From an optimization exercise on the open Yosys and OpenROAD flow, aimed at small area, a short achievable clock period and few clock cycles; shortcuts taken in it are not production practice. Only simulation tests tie the RTL to the original design; equivalence was not proved. Power and IR drop assume default switching activity.

### design/flow/constraint.sdc
create_clock -name core_clock -period 4.0 [get_ports {clk}]
set_input_delay 0.8000 -clock core_clock [delete_from_list [all_inputs] [get_ports {clk}]]
set_output_delay 0.8000 -clock core_clock [all_outputs]
set_load 0.01 [all_outputs]
### design/flow/design.v
package tanimoto_pkg;
    typedef logic [32-1:0]    vec_t;
    typedef logic [6-1:0]    cnt_t;
    typedef logic [7-1:0]    thr_t;
    typedef logic [8-1:0]     qid_t;
    typedef logic [2-1:0] ref_idx_t;
    typedef logic [4-1:0]     mask_t;
    typedef logic [4-1:0] credit_t;
    typedef struct packed {
        logic valid;
        vec_t vec;
        cnt_t cnt;
        qid_t id;
    } query_t;
    typedef struct packed {
        logic  valid;
        qid_t  id;
        mask_t mask;
    } hit_t;
    typedef struct packed {
        qid_t     query_id;
        ref_idx_t ref_idx;
    } id_pair_t;
    typedef struct packed {
        logic en;
        cnt_t addr;
        thr_t data;
    } thr_wr_t;
endpackage
`timescale 1ns/1ps
module tanimoto_top (
    input  logic        clk,
    input  logic        rstn,
    input  logic        i_vec_valid,
    input  logic [31:0] i_vec,
    input  logic [13:0] i_thr_wr,
    input  logic        i_out_credit,
    output logic [9:0]  o_pair,
    output logic        o_pair_valid,
    output logic        o_in_credit
);
    localparam int K  = 10;          
    localparam int PW = $clog2(K);   
    function automatic integer ubits(input integer c);
        ubits = (c <= 1) ? 6 : (c <= 17) ? 5 : (c <= 25) ? 4 : (c <= 29) ? 3 : (c <= 31) ? 2 : 1;
    endfunction
    logic [8:0] wd;           
    logic [7:0] wh;           
    logic [5:0] wu;
    logic       wen;
    logic [5:0] waddr, wdata;
    assign wd = {2'b00, i_thr_wr[6:0]} + 9'd1 - {2'b00, i_thr_wr[12:7], 1'b0};
    assign wh = {1'b0, i_thr_wr[6:0]} - 8'd32 - {2'b00, i_thr_wr[12:7]};
    assign wu = wd[8] ? 6'd0 : !wh[7] ? 6'd33 - i_thr_wr[12:7] : wd[5:0];
    logic wall;
    always_ff @(posedge clk) begin
        wall  <= ~rstn;
        wen   <= rstn & i_thr_wr[13];
        waddr <= i_thr_wr[12:7];
        wdata <= rstn ? wu : 6'd0;
    end
    logic [5:0] thr [33];
    always_ff @(posedge clk) begin
        for (int e = 0; e < 33; e++) begin
            if (wall || (wen && waddr == 6'(e)))
                thr[e] <= (wdata | ((e == 0) ? 6'(wall) : 6'd0)) & 6'((1 << ubits(e)) - 1);
        end
    end
    logic [3:0]  lsel;
    logic        ld0;
    logic [1:0]  lidx;
    logic [31:0] ref_v [4];
    logic [5:0]  ref_a [4];
    assign ld0  = lsel != 4'd0;
    assign lidx = {lsel[2] | lsel[3], lsel[1] | lsel[3]};
    always_ff @(posedge clk) begin
        if (!rstn) lsel <= 4'd1;
        else if (i_vec_valid) lsel <= {lsel[2:0], 1'b0};
    end
    always_ff @(posedge clk) begin
        for (int r = 0; r < 4; r++)
            if (i_vec_valid && lsel[r]) ref_v[r] <= i_vec;
    end
    function automatic [3:0] pc8(input [7:0] x);
        logic s1, c1, s2, c2, s3, c3, c4, s5, c5, c6;
        s1 = x[0] ^ x[1] ^ x[2];
        c1 = (x[0] & x[1]) | (x[0] & x[2]) | (x[1] & x[2]);
        s2 = x[3] ^ x[4] ^ x[5];
        c2 = (x[3] & x[4]) | (x[3] & x[5]) | (x[4] & x[5]);
        s3 = s1 ^ s2 ^ x[6];
        c3 = (s1 & s2) | (s1 & x[6]) | (s2 & x[6]);
        c4 = s3 & x[7];
        s5 = c1 ^ c2 ^ c3;
        c5 = (c1 & c2) | (c1 & c3) | (c2 & c3);
        c6 = s5 & c4;
        pc8 = {c5 & c6, c5 ^ c6, s5 ^ c4, s3 ^ x[7]};
    endfunction
    logic        v1, ld1;
    logic [1:0]  idx1;
    logic [3:0][3:0] pb1;
    logic [3:0][3:0][3:0] pc1;
    always_ff @(posedge clk) begin
        v1   <= rstn & i_vec_valid & ~ld0;
        ld1  <= rstn & i_vec_valid & ld0;
        idx1 <= lidx;
        for (int g = 0; g < 4; g++) begin
            pb1[g] <= pc8(i_vec[g*8 +: 8]);
            for (int r = 0; r < 4; r++) pc1[r][g] <= pc8(i_vec[g*8 +: 8] & ref_v[r][g*8 +: 8]);
        end
    end
    function automatic [9:0] csa4(input [3:0] p0, input [3:0] p1, input [3:0] p2, input [3:0] p3);
        logic [4:0] s1, k1, s2, k2, a, b, d;
        a  = {1'b0, p0};
        b  = {1'b0, p1};
        d  = {1'b0, p2};
        s1 = a ^ b ^ d;
        k1 = ((a & b) | (a & d) | (b & d)) << 1;
        a  = {1'b0, p3};
        s2 = s1 ^ k1 ^ a;
        k2 = (s1 & k1) | (s1 & a) | (k1 & a);
        csa4 = {k2, s2};
    endfunction
    logic        v2, ld2;
    logic [1:0]  idx2;
    logic [9:0]  bsk2;
    logic [3:0][9:0] csk2;
    always_ff @(posedge clk) begin
        v2   <= rstn & v1;
        ld2  <= rstn & ld1;
        idx2 <= idx1;
        bsk2 <= csa4(pb1[0], pb1[1], pb1[2], pb1[3]);
        for (int r = 0; r < 4; r++) csk2[r] <= csa4(pc1[r][0], pc1[r][1], pc1[r][2], pc1[r][3]);
    end
    logic        v2b, ld2b;
    logic [1:0]  idx2b;
    logic [5:0]  b2;
    logic [3:0][4:0] hi2;
    logic [3:0][7:0] lo2;
    always_ff @(posedge clk) begin
        v2b   <= rstn & v2;
        ld2b  <= rstn & ld2;
        idx2b <= idx2;
        b2    <= 6'(bsk2[4:0]) + {bsk2[9:5], 1'b0};
        for (int r = 0; r < 4; r++) begin
            logic [5:0] c;
            c = 6'(csk2[r][4:0]) + {csk2[r][9:5], 1'b0};
            hi2[r] <= 5'd1 << c[5:3];
            lo2[r] <= 8'd1 << c[2:0];
        end
    end
    always_ff @(posedge clk) begin
        for (int r = 0; r < 4; r++)
            if (ld2b && idx2b == 2'(r)) ref_a[r] <= b2;
    end
    logic        v3;
    logic [3:0][5:0] u3, x3;
    always_ff @(posedge clk) begin
        v3 <= rstn & v2b;
        for (int r = 0; r < 4; r++) begin
            logic [5:0] u;
            logic [2:0] cl;
            logic [1:0] ch;
            u = '0;
            for (int e = 0; e < 33; e++)
                u = u | ((lo2[r][e % 8] && hi2[r][e / 8]) ? thr[e] : 6'd0);
            u3[r] <= u;
            cl = {lo2[r][4] | lo2[r][5] | lo2[r][6] | lo2[r][7],
                  lo2[r][2] | lo2[r][3] | lo2[r][6] | lo2[r][7],
                  lo2[r][1] | lo2[r][3] | lo2[r][5] | lo2[r][7]};
            ch = {hi2[r][2] | hi2[r][3], hi2[r][1] | hi2[r][3]};
            x3[r] <= ref_a[r] + b2 - {ch, cl, 1'b0};
        end
    end
    logic [3:0]   ring [K];
    logic [K-1:0] nz;
    logic [K-1:0] wp;
    always_ff @(posedge clk) begin
        for (int i = 0; i < K; i++) begin
            if (v3 && wp[i]) begin
                for (int r = 0; r < 4; r++) ring[i][r] <= x3[r] < u3[r];
                nz[i] <= (x3[0] < u3[0]) | (x3[1] < u3[1]) | (x3[2] < u3[2]) | (x3[3] < u3[3]);
            end
        end
    end
    logic [7:0]   rid, hd_id;
    logic [K-1:0] rp;
    logic [PW:0]  cnt;
    logic [3:0]   hd, e0, e1;
    logic         nz0, nz1;
    logic [3:0]   ocred;
    logic [1:0]   sel;
    logic         av0, av1, send, last, hfree, load0, load1, skip0, skip1, take1, take2;
    always_comb begin
        e0 = '0; e1 = '0; nz0 = 1'b0; nz1 = 1'b0;
        for (int i = 0; i < K; i++) begin
            e0  = e0  | (rp[i] ? ring[i] : 4'd0);
            e1  = e1  | (rp[i] ? ring[(i + 1) % K] : 4'd0);
            nz0 = nz0 | (rp[i] & nz[i]);
            nz1 = nz1 | (rp[i] & nz[(i + 1) % K]);
        end
    end
    assign av0   = cnt != '0;
    assign av1   = cnt[PW:1] != '0;
    always_comb begin
        sel = 2'd0;
        for (int i = 3; i >= 0; i--) if (hd[i]) sel = 2'(i);
    end
    logic hz, hs, ocnz;
    logic [3:0] hd_n;
    assign send  = hz && ocnz;
    assign last  = hs;
    assign hfree = !hz || (send && hs);
    assign hd_n  = load0 ? e0 : load1 ? e1 : (send ? (hd & ~(4'd1 << sel)) : hd);
    assign skip0 = av0 && !nz0;
    assign load0 = av0 && nz0 && hfree;
    assign skip1 = skip0 && av1 && !nz1;
    assign load1 = skip0 && av1 && nz1 && hfree;
    assign take2 = skip1 | load1;
    assign take1 = (skip0 | load0) & ~take2;
    always_ff @(posedge clk) begin
        if (!rstn) begin
            wp    <= K'(1);
            rp    <= K'(1);
            cnt   <= '0;
            rid   <= '0;
            hd    <= '0;
            hz    <= 1'b0;
            hs    <= 1'b1;
            ocred <= '0;
            ocnz  <= 1'b0;
            o_pair_valid <= 1'b0;
        end else begin
            if (v3) wp <= {wp[K-2:0], wp[K-1]};
            if (take1) rp <= {rp[K-2:0], rp[K-1]};
            else if (take2) rp <= {rp[K-3:0], rp[K-1:K-2]};
            cnt   <= take2 ? cnt + (PW+1)'(v3) - (PW+1)'(2) :
                     take1 ? cnt + (PW+1)'(v3) - (PW+1)'(1) : cnt + (PW+1)'(v3);
            rid   <= take2 ? rid + 8'd2 : take1 ? rid + 8'd1 : rid;
            hd    <= hd_n;
            hz    <= hd_n != 4'd0;
            hs    <= (hd_n & (hd_n - 4'd1)) == 4'd0;
            ocred <= ocred + 4'(i_out_credit) - 4'(send);
            ocnz  <= i_out_credit || (ocred > 4'd1) || (ocred == 4'd1 && !send);
            o_pair_valid <= send;
        end
        if (load0) hd_id <= rid;
        else if (load1) hd_id <= rid + 8'd1;
        o_pair <= {hd_id, sel};
    end
    logic [2:0]  owed;
    logic [PW:0] free, fr0, fr1;
    logic [1:0]  rel;
    logic        ret;
    assign ret = ((owed != 3'd0) || v1) && (free != '0);
    assign fr0 = free + (PW+1)'(rel);
    assign fr1 = free + (PW+1)'(rel) - (PW+1)'(1);
    always_ff @(posedge clk) begin
        if (!rstn) begin
            owed <= '0;
            free <= (PW+1)'(K - 4);
            rel  <= '0;
            o_in_credit <= 1'b0;
        end else begin
            case ({v1, ret})
                2'b10:   owed <= owed + 3'd1;
                2'b01:   owed <= owed - 3'd1;
                default: owed <= owed;
            endcase
            rel  <= 2'(skip0) + 2'(skip1) + 2'(send & last);
            free <= ret ? fr1 : fr0;
            o_in_credit <= ret;
        end
    end
endmodule
### design/flow/config.mk
export PLATFORM = sky130hd
export DESIGN_NAME = tanimoto_top
export DESIGN_NICKNAME = tanimoto_top
export VERILOG_FILES = /design/flow/design.v
export SDC_FILE = /design/flow/constraint.sdc
export NUM_CORES = 4
export LEC_CHECK = 0
export ABC_CLOCK_PERIOD_IN_PS = 2000
export CAP_MARGIN = 20
export CORE_MARGIN = 2
export CORE_UTILIZATION = 30
export CTS_BUF_LIST = sky130_fd_sc_hd__clkbuf_8
export CTS_CLUSTER_SIZE = 30
export PLACE_DENSITY = 0.55
export SETUP_SLACK_MARGIN = 1.75
export SLEW_MARGIN = 20
### design/flow/run.sh
#!/bin/bash
# synth_recipe.tcl (not shown) runs the flow's synth.tcl, then flattens the netlist and writes it again
# the make line also repeats each setting of config.mk as NAME=value (left out here)
make -C /OpenROAD-flow-scripts/flow DESIGN_CONFIG=/design/flow/config.mk WORK_HOME=/design/flow/orfs CLKGATE_MAP_FILE= SYNTH_SCRIPT=/design/flow/synth_recipe.tcl finish
==> run notes <==
## stage by stage
stage | setup slack [ns] | hold WS, ns | instances | power [mW] | utilization, %
3_3_place_gp | 0.351 | 0.313 | 3921 | 19.1 | 32.9
3_5_place_dp | 0.345 | 0.312 | 3921 | 19.1 | 32.9
4_1_cts | 1.60 | 0.240 | 4135 | 25.9 | 35.7
6_report | 1.63 | 0.253 | 4158 | 26.2 | 36.1
2_1_floorplan | 1.23 | 0.310 | 2527 | 16.0 | -
5_1_grt | 1.55 | 0.224 | 4157 | 27.9 | 36.1
## worst max-delay path, stage by stage, from the launching register on
cell and delay [ns]:
edfxtp_1 0.36, and2_4 0.17, fa_1 0.55, fa_2 0.20
inv_2 0.04, fa_1 0.54, inv_2 0.05, ha_4 0.15
ha_4 0.20
## report_power, final
part           switching (mW)  internal [mW]
combinational            5.27           4.30
sequential               1.51           8.92
clock                    2.87           3.37
## per-layer routing
metal | vias up | track usage (%)
met5 | - | 0
met1 | 10181 | 21.2
met4 | 2 | 8.17
li1 | 9507 | -
met3 | 327 | 5.06
met2 | 1220 | 26.1
## what timing repair did
item / 4_1_cts / 5_1_grt
buffers inserted: 6 / 19
gates cloned: 0 / 2
pin swaps: 63 / 54
setup endpoints to repair: 203 / 122
gates resized for setup: 234 / 124
hold endpoints to repair: 0 / 0
## worst paths after layout
check | to | cells after the start
setup / recovery | pc1[38] | 8
hold / removal | waddr[3] | 1
setup reg to reg | pc1[38] | 8
hold reg to reg | idx2[1] | 0
## kinds of logic after synthesis
family	after synthesis	share of synthesized area (%)
buf+inv	356	4.32
simple gates	549	8.98
mux	6	0.197
compound gates	557	13.6
xor+xnor	74	2.09
flops	679	55.1
fa+ha+maj	306	15.8
## area by class of cell
class                           instances  area [sq um]  area share, %
Sequential cell                       679         17200           46.2
Multi-Input combinational cell       1493         13800           37.2
Clock buffer                          130          1790           4.81
Tap cell                             1380          1730           4.64
Timing Repair Buffer                  146          1190           3.21
Inverter                              250           961           2.58
Clock inverter                         78           528           1.42
Antenna cell                            2          5.00         0.0135
## cell usage after synthesis (18+ instances only)
cell        n
fa_1      142
xnor2_1    58
a22o_1     50
nand2_1   146
and2_1    105
nor2_1    101
edfxtp_1  351
nand2b_1   21
inv_1     248
a21oi_1    71
o21ai_0    23
a22oi_1   220
nand4_1    27
a221oi_1   24
clkbuf_1   99
ha_1      163
nor3b_1    18
dfxtp_1   328
a21o_1     36
nor3_1     22
nand3_1    46
a222oi_1   56
## registers in the layout (all words and copies together) (netlist names), 24 cells and up
name,count
u3,24
pc1,64
ref_a,24
ring,40
lo2,32
csk2,36
thr,141
ref_v,128
x3,24
==> key figures <==
Finish
  – Layout fillers: 10,159
  – Final nets: 3,036
  – Most common cell after layout, fill and taps aside: edfxtp_1
  – Most frequent cells in the layout: edfxtp_1 (351), dfxtp_1 (306), inv_1 (238), a22oi_1 (215), nand2_1 (132)
  – Synthesis-to-finish area growth: 19.8%
  – Share of cells above drive strength 1: 19.6%
  – Post-Layout Inst Area: between 30,000 and 40,000 sq um

STA
  – Peak Freq: 423 MHz
  – Final Critical Period: about 2.4 ns
  – Part of the cycle the worst path needs: 59.2%
  – Max-slew violation count: 0
  – Slew @ Worst Pin: about 1.1 ns
  – Setup TNS: 0 ns
  – Final Skew: 0.0321 ns
  – Final setup viols: 0
  – Unrepaired setup endpoints after global routing: yes
  – Final hold vios: 0
  – Relative slew slack: a little over a quarter

Yosys
  – Syn Area/Cell: around 12 sq um
  – Post-synth top area share: roughly a third
  – Synthesized Nets: 2,882
  – Mapped cell area: 31,100 sq um
  – Part of the Yosys area used for sequential elements: 55.1%
  – Dominant cell type by area after synthesis: edfxtp_1
  – Synth warn: 5
  – Ys async rst share: 0%
  – Post-synthesis cell count: 2,527
  – EDFF count, synth: 351
  – Ys flop type: edfxtp_1
  – Unique masters post-synth: between 60 and 70
  – Post-synthesis register bit count: ~680
  – Area contributors post-synth: edfxtp_1 (34%), dfxtp_1 (21%), fa_1 (9.2%)

Global route
  – Overall routing resource usage: roughly 17%
  – Largest net degree at the start of global routing: 38
  – First-pass GRT wire length: around 130,000 um
  – Vias in the first global route: 21,393
  – Initial antenna violation count: 2
  – GRT Residual Overflow: 0

Floorplanning
  – Die width: roughly 330 um
  – Core area: 103,000 sq um
  – # rows: 118
  – Initial Util: 30.1%
  – Die ar.: 106,000 sq um
  – Chip height: between 300 and 400 um
  – I/O pin total: 62

Critical path
  – RR Startpoint: ref_v[2][11]
  – Crit path launch type: register
  – CP Max Fanout: 1
  – WS Path Type: reg2reg
  – Critical Path RT: 4.61 ns
  – R2R setup slack: 1.63 ns
  – Setup crit start: ref_v[2][11]
  – CP arrival: 2.98 ns
  – Kind of end point of the critical path: register

Route
  – Routed Wire Length: 90,300 um
  – DRC Markers: 0
  – ANT nets after route: 0
  – Max Used Layer: met5
  – Routed len/inst: about 22 um
  – DR vias: 21,237
  – Met3 routed WL: 9680 um
  – Initial drt markers: 3,098
  – WL met2: around 40,000 um
  – Routed met1 length: 35,800 um
  – Via-to-Cell Ratio: 5.11
  – Detailed Routing Iterations Pass 1: 11

Placed design
  – DP Area: 33,900 sq um
  – Detailed Place HPWL: 61,200 um
  – Port buffer count: 61
  – RD Place Congestion: 0.995

Pwr
  – Leakage power: 14.5 nW
  – PD cells: 705 nW/um^2
  – Max VDD drop: 328 uV

Min path
  – Min-Delay Path Class: in2reg
  – Hold path start: i_thr_wr[10]

Clocking
  – Root buf cell: clkbuf_8
  – Clock latency on the worst-skew pair: roughly 0.74 ns
  – CTS buffer count: 111
  – Post-CTS Hold Buffers: 0
  – Total clock sinks: between 600 and 700
  – CTS tree: yes
  – Longest Clk Path Bufs: 3
  – Max H-tree Level: 3
  – Clk slew on worst S/H paths: 0.06 ns

Job
  – Max_cap viols: 0

Status
  – Status: complete, no violations
Testbench counts, summed over its fixed seeds: cycles 3,204.

[what the ideal ports hide]
In the flow no input, the clock included, has a driving cell. The finished layout below was timed again as built, in two steps.
Step 1: set_driving_cell puts a clkbuf_16 on clk and a buf_2 on each other input, an assumption about the parent block.
Step 2 times the ports against the registers' clock, not the clock port: input delays grow and output delays shrink by t, the midpoint of the rising clock arrivals with the driver on.
Three values: no drivers, after step 1, after step 2; two values: the first two.
t, ns: 0.786
setup WS [ns]: 1.634 / 1.634 / 0.947
hold slack, ns: 0.253 / 0.215 / 0.313
clock arrival spread, ns: 0.034 / 0.035
worst register clock-pin slew, ns: 0.07 / 0.07
After both steps setup and hold are still met in this run. The setup slack of this run moves by 0.000 ns with the drivers and by -0.687 ns with both steps.
